From an optimization exercise on the open Yosys and OpenROAD flow, aimed at small area, a short achievable clock period and few clock cycles; shortcuts taken in it are not production practice. RTL that was checked went through simulation tests only; none was proved equivalent to the original. No activity file was given, so power comes from the tool's default toggle rates.

==> exp/zinc <==
## subarray_sum_search
module subarray_sum_search #(
    parameter int MAX_LEN = ssum_pkg::MAX_LEN_DEF
) (
    input  logic                                clk,
    input  logic                                rst_n,
    input  logic                                start,
    output logic                                busy,
    input  logic signed [ssum_pkg::DATA_W-1:0]  item_value,
    input  logic                                item_last,
    input  logic                                cfg_we,
    input  logic signed [ssum_pkg::DATA_W-1:0]  cfg_data,
    output logic                                done,
    output logic                                result_found,
    output logic                                result_too_long
);
==> module ssum_ctrl, before the edit <==
module ssum_ctrl #(
    parameter int MAX_LEN = ssum_pkg::MAX_LEN_DEF
) (
    input  logic  clk,
    input  logic  rst_n,
    input  logic  start,
    input  logic  item_last,
    input  logic  slot_live_next,   
    output logic  busy,
    output logic  take,
    output logic  first,            
    output logic  kept,             
    output logic  ins,              
    output logic  tl                
);
    localparam int RING  = MAX_LEN - 1;
    localparam int CNT_W = $clog2(MAX_LEN + 1);
    localparam int AGE_W = $clog2(RING + 1);
    logic [CNT_W-1:0] cnt_reg;     
    logic [CNT_W-1:0] cnt_next;
    logic             ovf_reg;     
    logic [AGE_W-1:0] age_reg;     
    logic [AGE_W-1:0] age_next;
    logic             full;
    assign full  = (cnt_reg == CNT_W'(MAX_LEN));
    assign take  = start && !busy;
    assign first = (cnt_reg == '0);
    assign kept  = !full;
    assign ins   = (cnt_reg < CNT_W'(RING));
    assign tl    = ovf_reg || full;
    always_comb
    begin
        cnt_next = cnt_reg;
        if (take)
        begin
            if (item_last)
            begin
                cnt_next = '0;
            end
            else if (!full)
            begin
                cnt_next = cnt_reg + CNT_W'(1);
            end
        end
        age_next = age_reg;
        if (take && first)
        begin
            age_next = AGE_W'(1);
        end
        else if (age_reg != AGE_W'(RING))
        begin
            age_next = age_reg + AGE_W'(1);
        end
    end
    always_ff @(posedge clk or negedge rst_n)
    begin
        if (!rst_n)
        begin
            cnt_reg <= '0;
            ovf_reg <= 1'b0;
            age_reg <= '0;
            busy    <= 1'b0;
        end
        else
        begin
            cnt_reg <= cnt_next;
            age_reg <= age_next;
            if (take)
            begin
                ovf_reg <= !item_last && tl;
            end
            busy <= (cnt_next != '0) && (cnt_next < CNT_W'(RING)) &&
                    (age_next == AGE_W'(RING)) && slot_live_next;
        end
    end
endmodule
==> module ssum_dp, before the edit <==
module ssum_dp #(
    parameter int MAX_LEN = ssum_pkg::MAX_LEN_DEF
) (
    input  logic                               clk,
    input  logic                               rst_n,
    input  logic                               cfg_we,
    input  logic [ssum_pkg::DATA_W-1:0]        cfg_data,
    input  logic                               take,
    input  logic [ssum_pkg::DATA_W-1:0]        item_value,
    input  logic                               item_last,
    input  logic                               first,
    input  logic                               kept,
    input  logic                               ins,
    input  logic                               tl,
    output logic                               slot_live_next,
    output logic                               done,
    output logic                               found,
    output logic                               too_long
);
    localparam int DW   = ssum_pkg::DATA_W;
    localparam int SW   = ssum_pkg::SUM_W;
    localparam int RING = MAX_LEN - 1;
    logic [DW-1:0] target_reg;
    logic          b_vld;
    logic          b_last;
    logic          b_first;
    logic          b_kept;
    logic          b_ins;
    logic          b_tl;
    logic [SW-1:0] p_reg;
    logic [SW-1:0] v_reg;
    logic [SW-1:0]   ring_reg [RING];
    logic [RING-1:0] live_reg;
    logic            c_vld;
    logic            c_last;
    logic            c_first;
    logic            c_tl;
    logic            c_zero;
    logic [RING-1:0] c_hit;
    logic          found_acc;
    logic [SW-1:0]   x_ext;
    logic [SW-1:0]   t_inv;
    logic            step;
    logic            rins;
    logic            clr;
    logic            found_new;
    assign x_ext = {{(SW-DW){item_value[DW-1]}}, item_value};
    assign t_inv = ~{{(SW-DW){target_reg[DW-1]}}, target_reg};
    assign step  = take && kept;
    assign slot_live_next = live_reg[RING-3] && !clr;
    always_ff @(posedge clk or negedge rst_n)
    begin
        if (!rst_n)
        begin
            target_reg <= '0;
            b_vld      <= 1'b0;
            c_vld      <= 1'b0;
            found_acc  <= 1'b0;
            done       <= 1'b0;
        end
        else
        begin
            if (cfg_we)
            begin
                target_reg <= cfg_data;
            end
            b_vld <= take;
            c_vld <= b_vld;
            done  <= c_vld && c_last;
            if (c_vld)
            begin
                found_acc <= found_new;
            end
        end
    end
    always_ff @(posedge clk)
    begin
        b_last  <= item_last;
        b_first <= first;
        b_kept  <= kept;
        b_ins   <= ins && kept;
        b_tl    <= tl;
        if (step)
        begin
            p_reg <= (first ? '0 : p_reg) + x_ext;
            v_reg <= (first ? t_inv : v_reg) + x_ext + SW'(first);
        end
    end
    always_ff @(posedge clk)
    begin
        c_last  <= b_last;
        c_first <= b_first;
        c_tl    <= b_tl;
        c_zero  <= b_kept && (v_reg == '0);
        for (int k = 0; k < RING; k++)
        begin
            c_hit[k] <= b_kept && !b_first && live_reg[k] && (ring_reg[k] == v_reg);
        end
    end
    assign found_new = (!c_first && found_acc) || c_zero || (|c_hit);
    always_ff @(posedge clk)
    begin
        found    <= found_new;
        too_long <= c_tl;
    end
    assign rins = b_vld && b_ins;
    assign clr  = b_vld && b_first;
    always_ff @(posedge clk)
    begin
        ring_reg[0] <= rins ? p_reg : ring_reg[RING-1];
        live_reg[0] <= rins || (live_reg[RING-1] && !clr);
        for (int k = 1; k < RING; k++)
        begin
            ring_reg[k] <= ring_reg[k-1];
            live_reg[k] <= live_reg[k-1] && !clr;
        end
    end
endmodule
clock: 5.5 ns
lec_check: 0
cap_margin: 20
core_margin: 2
core_utilization: 40
place_density: 0.6
slew_margin: 20
run.sh (not shown) runs the stock make flow with config.mk's settings and CLKGATE_MAP_FILE= SYNTH_SCRIPT=/design/flow/synth_recipe.tcl, a recipe that flattens the netlist after the stock synthesis.
==> inputs of exp/indigo, as changes to exp/zinc <==
--- a/flow/design.v
+++ b/flow/design.v
@@ -25,2 +25,5 @@
     logic [CNT_W-1:0] cnt_next;
+    logic             first_reg;   
+    logic             full_reg;    
+    logic             ins_reg;     
     logic             ovf_reg;     
@@ -28,9 +31,8 @@
     logic [AGE_W-1:0] age_next;
-    logic             full;
-    assign full  = (cnt_reg == CNT_W'(MAX_LEN));
+    logic             old_next;
     assign take  = start && !busy;
-    assign first = (cnt_reg == '0);
-    assign kept  = !full;
-    assign ins   = (cnt_reg < CNT_W'(RING));
-    assign tl    = ovf_reg || full;
+    assign first = first_reg;
+    assign kept  = !full_reg;
+    assign ins   = ins_reg;
+    assign tl    = ovf_reg || full_reg;
     always_comb
@@ -44,3 +46,3 @@
             end
-            else if (!full)
+            else if (!full_reg)
             begin
@@ -50,3 +52,3 @@
         age_next = age_reg;
-        if (take && first)
+        if (take && first_reg)
         begin
@@ -58,2 +60,3 @@
         end
+        old_next = (age_next == AGE_W'(RING));
     end
@@ -63,6 +66,9 @@
         begin
-            cnt_reg <= '0;
-            ovf_reg <= 1'b0;
-            age_reg <= '0;
-            busy    <= 1'b0;
+            cnt_reg   <= '0;
+            first_reg <= 1'b1;
+            full_reg  <= 1'b0;
+            ins_reg   <= 1'b1;
+            ovf_reg   <= 1'b0;
+            age_reg   <= '0;
+            busy      <= 1'b0;
         end
@@ -70,4 +76,7 @@
         begin
-            cnt_reg <= cnt_next;
-            age_reg <= age_next;
+            cnt_reg   <= cnt_next;
+            first_reg <= (cnt_next == '0);
+            full_reg  <= (cnt_next == CNT_W'(MAX_LEN));
+            ins_reg   <= (cnt_next < CNT_W'(RING));
+            age_reg   <= age_next;
             if (take)
@@ -76,4 +85,4 @@
             end
-            busy <= (cnt_next != '0) && (cnt_next < CNT_W'(RING)) &&
-                    (age_next == AGE_W'(RING)) && slot_live_next;
+            busy <= (cnt_next != '0) && (cnt_next < CNT_W'(RING)) && old_next &&
+                    slot_live_next;
         end
@@ -111,3 +120,2 @@
     logic [SW-1:0] p_reg;
-    logic [SW-1:0] v_reg;
     logic [SW-1:0]   ring_reg [RING];
@@ -117,2 +125,3 @@
     logic            c_first;
+    logic            c_kept;
     logic            c_tl;
@@ -122,3 +131,6 @@
     logic [SW-1:0]   x_ext;
-    logic [SW-1:0]   t_inv;
+    logic [SW-1:0]   t_ext;
+    logic [SW-1:0]   q_new;
+    logic [SW-1:0]   p_base;
+    logic [SW-1:0]   p_sum;
     logic            step;
@@ -128,4 +140,13 @@
     assign x_ext = {{(SW-DW){item_value[DW-1]}}, item_value};
-    assign t_inv = ~{{(SW-DW){target_reg[DW-1]}}, target_reg};
+    assign t_ext = {{(SW-DW){target_reg[DW-1]}}, target_reg};
     assign step  = take && kept;
+    assign q_new = p_reg + t_ext;
+    assign p_base = first ? '0 : p_reg;
+    ssum_add #(
+        .W (SW)
+    ) u_padd (
+        .a (p_base),
+        .b (x_ext),
+        .s (p_sum)
+    );
     assign slot_live_next = live_reg[RING-3] && !clr;
@@ -165,4 +186,3 @@
         begin
-            p_reg <= (first ? '0 : p_reg) + x_ext;
-            v_reg <= (first ? t_inv : v_reg) + x_ext + SW'(first);
+            p_reg <= p_sum;
         end
@@ -173,10 +193,12 @@
         c_first <= b_first;
+        c_kept  <= b_kept;
         c_tl    <= b_tl;
-        c_zero  <= b_kept && (v_reg == '0);
+        c_zero  <= (p_reg == t_ext);
         for (int k = 0; k < RING; k++)
         begin
-            c_hit[k] <= b_kept && !b_first && live_reg[k] && (ring_reg[k] == v_reg);
-        end
-    end
-    assign found_new = (!c_first && found_acc) || c_zero || (|c_hit);
+            c_hit[k] <= live_reg[k] && (ring_reg[k] == p_reg);
+        end
+    end
+    assign found_new = (!c_first && found_acc) ||
+                       (c_kept && (c_zero || (!c_first && (|c_hit))));
     always_ff @(posedge clk)
@@ -190,3 +212,3 @@
     begin
-        ring_reg[0] <= rins ? p_reg : ring_reg[RING-1];
+        ring_reg[0] <= rins ? q_new : ring_reg[RING-1];
         live_reg[0] <= rins || (live_reg[RING-1] && !clr);
@@ -196,2 +218,39 @@
             live_reg[k] <= live_reg[k-1] && !clr;
+        end
+    end
+endmodule
+module ssum_add #(
+    parameter int W = 8
+) (
+    input  logic [W-1:0] a,
+    input  logic [W-1:0] b,
+    output logic [W-1:0] s
+);
+    localparam int LV = $clog2(W);
+    logic [W-1:0] g [LV+1];
+    logic [W-1:0] p [LV+1];
+    always_comb
+    begin
+        g[0] = a & b;
+        p[0] = a ^ b;
+        for (int l = 0; l < LV; l++)
+        begin
+            for (int i = 0; i < W; i++)
+            begin
+                if (i >= (1 << l))
+                begin
+                    g[l+1][i] = g[l][i] | (p[l][i] & g[l][i-(1<<l)]);
+                    p[l+1][i] = p[l][i] & p[l][i-(1<<l)];
+                end
+                else
+                begin
+                    g[l+1][i] = g[l][i];
+                    p[l+1][i] = p[l][i];
+                end
+            end
+        end
+        s[0] = p[0][0];
+        for (int i = 1; i < W; i++)
+        begin
+            s[i] = p[0][i] ^ g[LV][i-1];
         end
Settings changed: CORE_UTILIZATION 40 to 60, PLACE_DENSITY 0.6 to 0.7, SETUP_SLACK_MARGIN set to 3.0.
==> inputs of exp/pepper, as changes to exp/zinc <==
Settings changed: CORE_UTILIZATION 40 to 60, PLACE_DENSITY 0.6 to 0.7, SETUP_SLACK_MARGIN set to 3.0.
==> qor summary <==
| metric | exp/indigo | exp/zinc | exp/pepper |
|---|---|---|---|
| Run status | no timing/DRC/antenna violations | no timing/DRC/antenna violations | no timing/DRC/antenna violations |
| Power per standard cell area | 752 mW/mm^2 | 624 mW/mm^2 | 630 mW/mm^2 |
| Starting Density | 0.604 | 0.401 | 0.603 |
| Simple-gate area share of the yosys netlist | 0.0826 | 0.0826 | 0.0826 |
| Post-synthesis area per instance | 12.2 um^2 | 12.3 um^2 | 12.3 um^2 |
| Global-route wire length before repair | 407000 um | 389000 um | 385000 um |
| Clock buffers created by TritonCTS | 238 | 274 | 276 |
| Number of sequential cells | 2624 | 2658 | 2658 |
| Slew at the pin closest to its max-slew limit | 0.830 ns | 1.06 ns | 0.958 ns |
| Peak ir drop on the vdd network | 661 uV | 445 uV | 768 uV |
| Placeable core region | 0.143 mm^2 | 0.219 mm^2 | 0.146 mm^2 |
| Sum of met3 wire segment lengths after detailed routing | 30300 um | 18000 um | 22400 um |
| Critical path origin | u_ctrl.first_reg$_DFF_PN1_ | u_ctrl.cnt_reg[5]$_DFF_PN0_ | u_ctrl.cnt_reg[4]$_DFF_PN0_ |
| Final net count | 7535 | 7430 | 7600 |
| Hold depth | - | 0 | 0 |
| Share of synthesized cell area in full adder, half adder and majority cells | 0.0114 | 0.0115 | 0.0115 |
| CP Max Fanout | 6 | 47 | 3 |
| Internal reg-to-reg setup slack | 2.42 ns | 0.45 ns | 1.45 ns |
| Top layer used by detailed routing | met5 | met5 | met4 |
| Part of the power in combinational logic | 0.379 | 0.311 | 0.331 |
| Netlist area before placement | 0.0867 mm^2 | 0.0878 mm^2 | 0.0878 mm^2 |
| Routed WL per cell | 31.0 um | 26.4 um | 28.4 um |
| Full die area | 0.147 mm^2 | 0.223 mm^2 | 0.149 mm^2 |
| Core utilization of the finished layout | 0.710 | 0.460 | 0.708 |
| Detail Route met2 WL | 125000 um | 121000 um | 119000 um |
| Number of warnings issued by yosys | 6 | 3 | 3 |
No run of this note included a check of the RTL's function; only the layout flow was run.

========
==> run a: inputs <==
Another version of the RTL of subarray_sum_search (not shown whole).
Design subarray_sum_search, start of the top module:
module subarray_sum_search #(
    parameter int MAX_LEN = ssum_pkg::MAX_LEN_DEF
) (
    input  logic                                clk,
    input  logic                                rst_n,
    input  logic                                start,
    output logic                                busy,
    input  logic signed [ssum_pkg::DATA_W-1:0]  item_value,
    input  logic                                item_last,
    input  logic                                cfg_we,
    input  logic signed [ssum_pkg::DATA_W-1:0]  cfg_data,
    output logic                                done,
    output logic                                result_found,
    output logic                                result_too_long
);
    logic slot_live_next;
    logic take;
    logic first;
    logic kept;
    logic ins;
    logic tl;
    ssum_ctrl #(
        .MAX_LEN (MAX_LEN)
    ) u_ctrl (
        .clk            (clk),
        .rst_n          (rst_n),
  ...
Settings: LEC_CHECK=0, CAP_MARGIN=20, CORE_MARGIN=2, CORE_UTILIZATION=70, CTS_CLUSTER_DIAMETER=60, CTS_CLUSTER_SIZE=30, PLACE_DENSITY=0.8, SETUP_SLACK_MARGIN=2.8, SLEW_MARGIN=20; clock period 5.5 ns.
standard.sh (not shown) runs the stock make flow with config.mk's settings and CLKGATE_MAP_FILE= SYNTH_SCRIPT=/design/flow/synth_recipe.tcl, a recipe that flattens the netlist after the stock synthesis.
==> flow/flow/run.sh <==
#!/bin/bash
set -euo pipefail
bash standard.sh \
  "CTS_ARGS=-sink_clustering_enable -repair_clock_nets -sink_clustering_size 30 -sink_clustering_max_diameter 60 -dont_use_dummy_load" \
  finish > standard.log 2>&1
==> run b: changes against run a <==
SETUP_SLACK_MARGIN = 3.15   (was 2.8)
==> results.txt <==
item	run b	run a
Count of placed standard cells including taps	8629	8620
Cell leakage power	39.8 nW	38.9 nW
Clock edge transition at the registers on the reported setup and hold paths	0.10 ns	0.09 ns
Post-cts resize count	141	15
Detailed-routed wire length on met3	27500 µm	29900 µm
Status	no timing/DRC/antenna violations	no timing/DRC/antenna violations
Met2 global-route usage	66.0%	62.4%
Clk. pwr	10.5 mW	10.4 mW
Worst Setup EP	u_dp.phi_reg[15]	u_dp.d_hit[23]
Area after detailed placement	90800 µm²	90700 µm²
Clock buffer count	141	140
Layout net count	7420	7309
Flip-flop and latch share of the layout cell area	56.1%	57.3%
Post-CTS Setup Inserts	78	8
Highest clock frequency the design can meet	0.380 GHz	0.368 GHz
Share of the clock period used by the worst path after layout	47.9%	49.4%
Startpoint of the worst setup timing path	u_dp.phi_reg[0]	u_dp.plo_d_reg[15]
Worst hold margin	0.310 ns	0.263 ns
Max incr delay on CP	0.45 ns	0.82 ns
Worst hold-check path type	reg -> reg	in -> async
Wire length of the first global-routing pass	391000 µm	375000 µm
Multi-input gate area	33200 µm²	32500 µm²
Met1 layer usage reported by global route	53.7%	54.2%
Comb power	23.5 mW	21.2 mW
Shortest period the worst path allows	2.63 ns	2.72 ns
Layout cells sized above 1	8.83%	5.94%
Area Overhead vs Synth	10.2%	7.73%
Testbench counts of run a, summed over its fixed seeds: cycles 22,905.
Testbench counts of run b, summed over its fixed seeds: cycles 22,905.

[afterwards: timing with drivers on the ports]
The flow's constraints put no driver on any port. The routed layouts listed below were extracted and timed again, unchanged, in two steps.
Step 1 sets driving cells, clkbuf_16 on the clock port and buf_2 on the other inputs (assumed; they add their load-dependent delay and slew).
Step 2 times the ports against the registers' clock, not the clock port: input delays grow and output delays shrink by t, the midpoint of the rising clock arrivals with the driver on.
Three values: ideal ports, drivers, drivers and shift; two values: the first two.
run | t, ns | setup slack, ns | hold slack, ns | slew at the worst register clock pin (ns) | pins driven straight from the clock port
exp/zinc | 0.989 | 0.446 / 0.446 / 0.397 | 0.322 / 0.260 / 0.322 | 0.07 / 0.07 | 1
exp/indigo | 0.968 | 2.420 / 2.420 / 1.642 | 0.325 / 0.254 / 0.325 | 0.07 / 0.07 | 1
exp/pepper | 0.963 | 1.455 / 1.455 / 0.962 | 0.326 / 0.302 / 0.326 | 0.07 / 0.07 | 1
run a | 0.861 | 2.781 / 2.780 / 2.093 | 0.263 / 0.204 / 0.302 | 0.11 / 0.11 | 1
run b | 0.889 | 2.865 / 2.865 / 2.230 | 0.310 / 0.310 / 0.310 | 0.11 / 0.11 | 1
After both steps setup and hold are still met in every run listed. The setup slack of exp/indigo, which loses most, moves by 0.000 ns with the drivers and by -0.778 ns with both steps.
